From an optimization exercise on the open Yosys and OpenROAD flow, aimed at small area, a short achievable clock period and few clock cycles per item; shortcuts taken in it are not production practice. RTL that was checked went through simulation tests only; none was proved equivalent to the original. No activity file was given, so power comes from the tool's default toggle rates.

## run A
// systolic_array_nxn
module systolic_array_nxn #(
    parameter int unsigned N      = 4,
    parameter int unsigned DATA_W = 8,
    parameter int unsigned K_MAX  = 16,
    parameter int unsigned ACC_W  = 20,
    localparam int unsigned KW    = $clog2(K_MAX + 1)
) (
    input  logic                   clk,
    input  logic                   rst,
    input  logic                   enable,
    input  logic                   start,
    input  logic [KW-1:0]          k_len,
    input  logic                   in_valid,
    input  logic [N*DATA_W-1:0]    a_col,
    input  logic [N*DATA_W-1:0]    b_row,
    input  logic                   out_ready,
    output logic                   busy,
    output logic                   in_ready,
    output logic                   out_valid,
    output logic [N*N*ACC_W-1:0]   c_flat,
    output logic                   ovf
);
    localparam int unsigned PW = 29;    
    localparam logic [1:0] StIdle  = 2'd0;
    localparam logic [1:0] StFeed  = 2'd1;
    localparam logic [1:0] StFlush = 2'd2;
    localparam logic [1:0] StDone  = 2'd3;
    logic [1:0]        state_q, state_d;
    logic [KW-1:0]     rem_q, rem_d;
    logic              busy_q, rdy_q, out_valid_q, idle_q;
    logic [PW-1:0]     p_q   [N][N];        
    logic [ACC_W-1:0]  acc_q [N][N];
    logic accept;
    assign in_ready = rdy_q & enable;
    assign accept   = in_valid & in_ready;
    for (genvar i = 0; i < N; i++) begin : g_row
        for (genvar j = 0; j < N; j++) begin : g_col
            logic [PW-1:0]    np_d;
            logic [ACC_W-1:0] nsum;    
            prod_tree u_prod (
                .a  (a_col[i*DATA_W +: DATA_W]),
  ...
==> flow/config.mk <==
export PLATFORM = sky130hd
export DESIGN_NAME = systolic_array_nxn
export DESIGN_NICKNAME = systolic_array_nxn
export VERILOG_FILES = /design/flow/design.v
export SDC_FILE = /design/flow/constraint.sdc
export NUM_CORES = 4
export LEC_CHECK = 0
export CAP_MARGIN = 20
export CORE_MARGIN = 2
export CORE_UTILIZATION = 40
export SLEW_MARGIN = 20
export SYNTH_HIERARCHICAL = 1
export SYNTH_MINIMUM_KEEP_SIZE = 0
==> flow/constraint.sdc <==
create_clock -name core_clock -period 6.0 [get_ports {clk}]
set_input_delay 1.2000 -clock core_clock [delete_from_list [all_inputs] [get_ports {clk}]]
set_output_delay 1.2000 -clock core_clock [all_outputs]
set_load 0.01 [all_outputs]
standard.sh (not shown) runs the stock make flow with config.mk's settings and CLKGATE_MAP_FILE= SYNTH_SCRIPT=/design/flow/synth_recipe.tcl, a recipe that flattens the netlist after the stock synthesis.
==> flow/flow/run.sh <==
#!/bin/bash
# The standard layout (standard.sh), except for the port buffers: every port
# is buffered with sky130_fd_sc_hd__buf_1 (outputs drive only the 0.01 pF
# load) instead of the cell ORFS picks, and flow/ports.tcl then makes the
# input ports' buffers sky130_fd_sc_hd__buf_4 (inputs fan out to many gates).
set -euo pipefail
here=$(pwd)
bash standard.sh "BUFFER_PORTS_ARGS=-buffer_cell sky130_fd_sc_hd__buf_1" "PRE_RESIZE_TCL=$here/flow/ports.tcl" finish > standard_flow.log 2>&1
==> flow/flow/ports.tcl <==
# Run by ORFS just before the resize step (PRE_RESIZE_TCL): the ports were
# buffered with sky130_fd_sc_hd__buf_1 (BUFFER_PORTS_ARGS); each input port's
# buffer drives many gates, so make those sky130_fd_sc_hd__buf_4.
set n 0
set block [ord::get_db_block]
foreach bt [$block getBTerms] {
  if {[$bt getIoType] != "INPUT"} { continue }
  set net [$bt getNet]
  if {$net eq "NULL"} { continue }
  foreach it [$net getITerms] {
    set inst [$it getInst]
    if {[[$inst getMaster] getName] eq "sky130_fd_sc_hd__buf_1"} {
      replace_cell [$inst getName] sky130_fd_sc_hd__buf_4
      incr n
    }
  }
}
puts "Upsized $n input port buffers to sky130_fd_sc_hd__buf_4"
Run A went all the way through synthesis, placement and routing and the layout is clean on timing, DRC and antenna.
The following lists how run B was set up differently from run A:
==> flow/run.sh (new file) <==
#!/bin/bash
# synth_recipe.tcl (not shown) runs the flow's synth.tcl, then flattens the netlist and writes it again
# the make line also repeats each setting of config.mk as NAME=value (left out here)
make -C /OpenROAD-flow-scripts/flow DESIGN_CONFIG=/design/flow/config.mk WORK_HOME=/design/flow/orfs CLKGATE_MAP_FILE= SYNTH_SCRIPT=/design/flow/synth_recipe.tcl finish
removed: flow/flow/run.sh
removed: flow/flow/ports.tcl
removed: flow/standard.sh
Findings:
Looking only at met1 routing resource usage after global routing, and setting everything else aside, the higher value of run B and run A goes to run A. Of the two values seen for standard cell with the maximum stage delay on the critical path, clkbuf_2 was produced by run A and clkdlybuf4s50_1 by run B. Going from run A to run B, the core utilization was found to have gone up by 1.6 points. Run A → run B: growth of design area from synthesis to finish went up 3.9 points; sum of internal, switching and leakage power grew by 4.0%; number of non-clock buffers grew by 4.8%; global placement routability congestion rose by 1.0%; post-route fraction of the period consumed by the critical path increased 9.7 points. [run B vs run A] worst setup margin: lower in run B.
Changes in run C relative to run B:
==> flow/flow/run.sh (new file) <==
#!/bin/bash
# The standard layout (standard.sh), except for the port buffers: every input
# port gets a sky130_fd_sc_hd__buf_4 (inputs fan out to many gates) and every
# output port a sky130_fd_sc_hd__buf_1 (outputs drive only the 0.01 pF load),
# instead of the one cell ORFS picks for all ports. flow/ports.tcl does the
# buffering just before global placement, where ORFS would do it.
set -euo pipefail
here=$(pwd)
bash standard.sh DONT_BUFFER_PORTS=1 "PRE_GLOBAL_PLACE_TCL=$here/flow/ports.tcl" finish > standard_flow.log 2>&1
==> flow/flow/ports.tcl (new file) <==
# Buffer every port (run by ORFS before global placement, DONT_BUFFER_PORTS=1).
puts "Perform port buffering (inputs buf_4, outputs buf_1)..."
buffer_ports -inputs -buffer_cell sky130_fd_sc_hd__buf_4
buffer_ports -outputs -buffer_cell sky130_fd_sc_hd__buf_1
==> flow/standard.sh (new file) <==
#!/bin/bash
# synth_recipe.tcl (not shown) runs the flow's synth.tcl, then flattens the netlist and writes it again
# the make line also repeats each setting of config.mk as NAME=value (left out here)
make -C /OpenROAD-flow-scripts/flow DESIGN_CONFIG=/design/flow/config.mk WORK_HOME=/design/flow/orfs CLKGATE_MAP_FILE= SYNTH_SCRIPT=/design/flow/synth_recipe.tcl "${@:-finish}"
removed: flow/run.sh
## What came out
The relative slew slack in run C sits 7.2 points above the value recorded for run B. Per the comparison of run C with run B, final worst setup slack went up by 1.22 ns, number of levels the H-tree was split into was more or less identical, relative contribution of combinational cells to total power went down by 7.8 points. Run C supports a higher top clock frequency than run B. Layout overhead on the synthesized area was lower in the run labelled run C. Cmp run C vs run B: post-route cell area lower in run C. Global-route wire length before repair: lower on run C. Run C reports its type of the most critical hold path as in2async while run B reports reg2reg. Compared with run B, in run C wire length per cell after detailed routing went up about 3.3%, overall global routing resource usage dropped 0.59 points.
Function was not checked in any run of this note: the RTL went through the layout flow alone.

---

Another version of the RTL of systolic_array_nxn (not shown whole).
For scale: roughly 5,500 cells after synthesis, about 760 flip-flops, roughly 400 I/O pins, roughly 56,000 sq um of cells after synthesis.
// systolic_array_nxn
module systolic_array_nxn #(
    parameter int unsigned N      = 4,
    parameter int unsigned DATA_W = 8,
    parameter int unsigned K_MAX  = 16,
    parameter int unsigned ACC_W  = 20,
    localparam int unsigned KW    = $clog2(K_MAX + 1)
) (
    input  logic                   clk,
    input  logic                   rst,
    input  logic                   enable,
    input  logic                   start,
    input  logic [KW-1:0]          k_len,
    input  logic                   in_valid,
    input  logic [N*DATA_W-1:0]    a_col,
    input  logic [N*DATA_W-1:0]    b_row,
    input  logic                   out_ready,
    output logic                   busy,
    output logic                   in_ready,
    output logic                   out_valid,
    output logic [N*N*ACC_W-1:0]   c_flat,
    output logic                   ovf
);
==> flow/config.mk <==
export PLATFORM = sky130hd
export DESIGN_NAME = systolic_array_nxn
export DESIGN_NICKNAME = systolic_array_nxn
export VERILOG_FILES = /design/flow/design.v
export SDC_FILE = /design/flow/constraint.sdc
export NUM_CORES = 4
export LEC_CHECK = 0
export CAP_MARGIN = 20
export CORE_MARGIN = 2
export CORE_UTILIZATION = 40
export SLEW_MARGIN = 20
export SYNTH_HIERARCHICAL = 1
export SYNTH_MINIMUM_KEEP_SIZE = 0
==> flow/constraint.sdc <==
create_clock -name core_clock -period 6.0 [get_ports {clk}]
set_input_delay 1.2000 -clock core_clock [delete_from_list [all_inputs] [get_ports {clk}]]
set_output_delay 1.2000 -clock core_clock [all_outputs]
set_load 0.01 [all_outputs]
==> flow/flow/run.sh <==
#!/bin/bash
# The standard layout, with every port buffered by the smallest buffer cell
# (sky130_fd_sc_hd__buf_1) instead of the one ORFS picks by default.
set -euo pipefail
bash standard.sh "BUFFER_PORTS_ARGS=-buffer_cell sky130_fd_sc_hd__buf_1" finish > standard_flow.log 2>&1
Change:
==> flow/run.sh (new file) <==
#!/bin/bash
# synth_recipe.tcl (not shown) runs the flow's synth.tcl, then flattens the netlist and writes it again
# the make line also repeats each setting of config.mk as NAME=value (left out here)
make -C /OpenROAD-flow-scripts/flow DESIGN_CONFIG=/design/flow/config.mk WORK_HOME=/design/flow/orfs CLKGATE_MAP_FILE= SYNTH_SCRIPT=/design/flow/synth_recipe.tcl finish
removed: flow/flow/run.sh
removed: flow/standard.sh
The changed run produced a clean layout.
Combinational power increases by 7.7%.
Area after synthesis does not change.
First-iteration DRC count decreases by 8.0%.
Register-to-register slack gets better by 0.15 ns.
Sequential power increases by about 0.7%.
Worst setup slack gets better by 0.15 ns.
Non-clock buffer count increases by 2.
Sequential share of layout area decreases by 0.83 points.
Cell area increases by 3.5%.
Total power increases by 2.4%.
Fmax increases by 3.5%.
No functional check of the RTL was part of any run of this note.

---

old:
Another version of the RTL of systolic_array_nxn (not shown whole).
Size: about 5300 cells after synthesis, about 800 flip-flops, about 0.057 mm² of cells after synthesis.
clock: 6.0 ns
lec_check: 0
cap_margin: 20
core_margin: 2
core_utilization: 40
setup_slack_margin: 2.6
slew_margin: 20
synth_hierarchical: 1
synth_minimum_keep_size: 0
==> flow/flow/run.sh <==
#!/bin/bash
# The standard layout (standard.sh), except for the port buffers: every port
# is buffered with sky130_fd_sc_hd__buf_1 (outputs drive only the 0.01 pF
# load) instead of the cell ORFS picks, and flow/ports.tcl then makes the
# buffers of input ports that fan out to several pins sky130_fd_sc_hd__buf_8.
set -euo pipefail
here=$(pwd)
bash standard.sh "BUFFER_PORTS_ARGS=-buffer_cell sky130_fd_sc_hd__buf_1" "PRE_RESIZE_TCL=$here/flow/ports.tcl" "POST_RESIZE_TCL=$here/flow/ports.tcl" finish > standard_flow.log 2>&1
==> flow/flow/ports.tcl <==
# Run by ORFS just before and just after the resize step (PRE_RESIZE_TCL,
# POST_RESIZE_TCL). The ports were buffered with sky130_fd_sc_hd__buf_1
# (BUFFER_PORTS_ARGS), which global placement may have resized. An input
# port's buffer that drives more than 3 pins becomes sky130_fd_sc_hd__buf_8.
set n 0
set block [ord::get_db_block]
foreach bt [$block getBTerms] {
  if {[$bt getIoType] != "INPUT"} { continue }
  set net [$bt getNet]
  if {$net eq "NULL"} { continue }
  foreach it [$net getITerms] {
    set inst [$it getInst]
    set master [[$inst getMaster] getName]
    if {![regexp {^sky130_fd_sc_hd__(clk)?buf_[0-9]+$} $master]} { continue }
    set fanout 0
    foreach out [$inst getITerms] {
      if {[$out isOutputSignal] && [$out getNet] ne "NULL"} {
        set fanout [expr {[llength [[$out getNet] getITerms]] - 1}]
      }
    }
    if {$fanout > 3 && $master ne "sky130_fd_sc_hd__buf_8"} {
      replace_cell [$inst getName] sky130_fd_sc_hd__buf_8
      incr n
    }
  }
}
puts "Made $n input port buffers sky130_fd_sc_hd__buf_8"
Per the final summary, old finished and its layout is clean on timing, DRC and antenna.
Testbench counts of old, summed over its fixed seeds: cycles 44,891, jobs 3,200.
Edits applied to the flow inputs when going from old to new:
- clearing SETUP_SLACK_MARGIN, which used to be 2.6
### Flow results
In terms of number of levels in the clock H-tree, old and new differ only marginally.
Count of clock-buffer cells in the layout: new < old
The run with more routed wire is old, not new.
The lower clock skew came out of new.
old has a higher half-perimeter wire length after detailed placement than new.
Sequential share of layout area across old and new: no real change.

---

== fjord ==
Another version of the RTL of systolic_array_nxn (not shown whole).
Size: roughly 800 flip-flops, roughly 57000 um^2 of cells after synthesis.
==> flow/config.mk <==
export PLATFORM = sky130hd
export DESIGN_NAME = systolic_array_nxn
export DESIGN_NICKNAME = systolic_array_nxn
export VERILOG_FILES = /design/flow/design.v
export SDC_FILE = /design/flow/constraint.sdc
export NUM_CORES = 4
export LEC_CHECK = 0
export CAP_MARGIN = 20
export CORE_MARGIN = 2
export CORE_UTILIZATION = 40
export CTS_BUF_LIST = sky130_fd_sc_hd__clkbuf_8
export CTS_CLUSTER_DIAMETER = 80
export CTS_CLUSTER_SIZE = 14
export SETUP_SLACK_MARGIN = 2.6
export SLEW_MARGIN = 20
export SYNTH_HIERARCHICAL = 1
export SYNTH_MINIMUM_KEEP_SIZE = 0
==> flow/constraint.sdc <==
create_clock -name core_clock -period 6.0 [get_ports {clk}]
set_input_delay 1.2000 -clock core_clock [delete_from_list [all_inputs] [get_ports {clk}]]
set_output_delay 1.2000 -clock core_clock [all_outputs]
set_load 0.01 [all_outputs]
==> flow/flow/run.sh <==
#!/bin/bash
# The standard layout (standard.sh), except for the port buffers: every port
# is buffered with sky130_fd_sc_hd__buf_1 (outputs drive only the 0.01 pF
# load) instead of the cell ORFS picks, and flow/ports.tcl then makes the
# buffers of input ports that fan out to several pins sky130_fd_sc_hd__buf_12,
# without the buffers placement put behind them.
set -euo pipefail
here=$(pwd)
bash standard.sh "BUFFER_PORTS_ARGS=-buffer_cell sky130_fd_sc_hd__buf_1" "PRE_RESIZE_TCL=$here/flow/ports.tcl" "POST_RESIZE_TCL=$here/flow/ports.tcl" finish > standard_flow.log 2>&1
==> flow/flow/ports.tcl <==
# Run by ORFS just before and just after the resize step (PRE_RESIZE_TCL,
# POST_RESIZE_TCL). The ports were buffered with sky130_fd_sc_hd__buf_1
# (BUFFER_PORTS_ARGS). An input port's operand bit fans out to many gates:
# drop the buffers placement put behind the port's buffer and make the
# port's buffer a sky130_fd_sc_hd__buf_12 that drives them all itself.
proc my_is_buf {inst} {
  return [regexp {^sky130_fd_sc_hd__(clk)?buf_[0-9]+$} [[$inst getMaster] getName]]
}
proc my_out_net {inst} {
  foreach it [$inst getITerms] {
    if {[$it isOutputSignal]} { return [$it getNet] }
  }
  return "NULL"
}
set nrm 0
set nup 0
set block [ord::get_db_block]
foreach bt [$block getBTerms] {
  if {[$bt getIoType] != "INPUT"} { continue }
  set net [$bt getNet]
  if {$net eq "NULL"} { continue }
  set iterms [$net getITerms]
  if {[llength $iterms] != 1} { continue }
  set pbuf [[lindex $iterms 0] getInst]
  if {![my_is_buf $pbuf]} { continue }
  set onet [my_out_net $pbuf]
  if {$onet eq "NULL"} { continue }
  # buffers behind the port's buffer (one level, as placement leaves them)
  set behind {}
  foreach it [$onet getITerms] {
    set inst [$it getInst]
    if {$inst ne $pbuf && ![$it isOutputSignal] && [my_is_buf $inst]} {
      lappend behind [$inst getName]
    }
  }
  if {[llength $behind] > 0} {
    remove_buffers {*}$behind
    incr nrm [llength $behind]
  }
  set fanout [expr {[llength [[my_out_net $pbuf] getITerms]] - 1}]
  if {$fanout > 3 && [[$pbuf getMaster] getName] ne "sky130_fd_sc_hd__buf_12"} {
    replace_cell [$pbuf getName] sky130_fd_sc_hd__buf_12
    incr nup
  }
}
puts "Removed $nrm buffers behind input port buffers; made $nup input port buffers sky130_fd_sc_hd__buf_12"
Testbench counts of fjord, summed over its fixed seeds: cycles 44,891, jobs 3,200.
The inputs of juniper differ from those of fjord as listed below.
Settings: a deleted SETUP_SLACK_MARGIN that had been 2.6; an added ABC_AREA of 1.
### Flow results
Between juniper and fjord, it is juniper whose final-layout fill cell count is higher, by 230. On cell area, fjord and juniper are neck and neck. juniper vs fjord — number of cells after detailed placement climbed by a few percent. Looking at fjord and juniper, the area after synthesis is a wash. juniper vs fjord, clock latency on the worst-skew pair went down by 0.02 ns. Going from fjord to juniper, the setup slack was found to have gone up by 0.028 ns.
Edits applied to the flow inputs when going from juniper to xenon:
Settings: CTS_CLUSTER_DIAMETER: 80 -> unset; CORE_UTILIZATION: 40 -> 55; CTS_CLUSTER_SIZE: 14 -> unset; SETUP_SLACK_MARGIN: unset -> 2.6; ABC_AREA: 1 -> unset; CTS_BUF_LIST: sky130_fd_sc_hd__clkbuf_8 -> unset.
==> run notes <==
Diff juniper and xenon: area inside the core boundary higher in juniper. xenon — worst setup margin 0.14 ns lower, juniper as reference. xenon gives more clock tree buffer count of the final layout than juniper did. Between juniper and xenon, the flow reports via count decreasing slightly. In xenon relative to juniper, final cell count had gone down by a little under 10%. xenon against juniper: standby leakage power down about 0.46%; die span in y dropped 56 um.

-- what the ideal ports hide --
How much do the figures lean on ideal ports? The routed layouts below were timed once more, with nothing changed but the port constraints.
Step 1 (the two cells are an assumption about what drives the block):
set clk [get_ports {clk}]
set_driving_cell -lib_cell sky130_fd_sc_hd__clkbuf_16 $clk
set_driving_cell -lib_cell sky130_fd_sc_hd__buf_2 [delete_from_list [all_inputs] $clk]
Step 2 times the ports against the registers' clock, not the clock port: input delays grow and output delays shrink by t, the midpoint of the rising clock arrivals with the driver on.
Slacks: ideal / step 1 / step 2; pairs: ideal / step 1.
| run | t (ns) | setup slack, ns | hold slack, ns |
|---|---|---|---|
| run A | 0.786 | 2.334 / 2.387 / 1.601 | 0.482 / 0.426 / 0.502 |
| run B | 0.788 | 1.750 / 1.809 / 1.020 | 0.501 / 0.501 / 0.501 |
| run C | 0.806 | 2.970 / 2.500 / 1.694 | 0.375 / 0.310 / 0.524 |
| the first run of note 2 | 0.776 | 1.514 / 1.514 / 1.514 | 0.490 / 0.446 / 0.490 |
| the second run of note 2 | 0.769 | 1.666 / 1.666 / 1.280 | 0.492 / 0.492 / 0.492 |
| old | 0.786 | 2.813 / 2.817 / 2.031 | 0.460 / 0.405 / 0.502 |
| new | 0.776 | 2.709 / 2.701 / 1.926 | 0.450 / 0.397 / 0.507 |
| fjord | 0.855 | 3.064 / 3.049 / 2.197 | 0.360 / 0.310 / 0.515 |
| juniper | 0.843 | 3.092 / 3.059 / 2.216 | 0.380 / 0.330 / 0.497 |
| xenon | 0.734 | 2.952 / 2.933 / 2.199 | 0.493 / 0.441 / 0.505 |
After both steps setup and hold are still met in every run listed. For run C, which loses most, drivers alone change the setup slack by -0.470 ns; drivers and shift together by -1.276 ns.
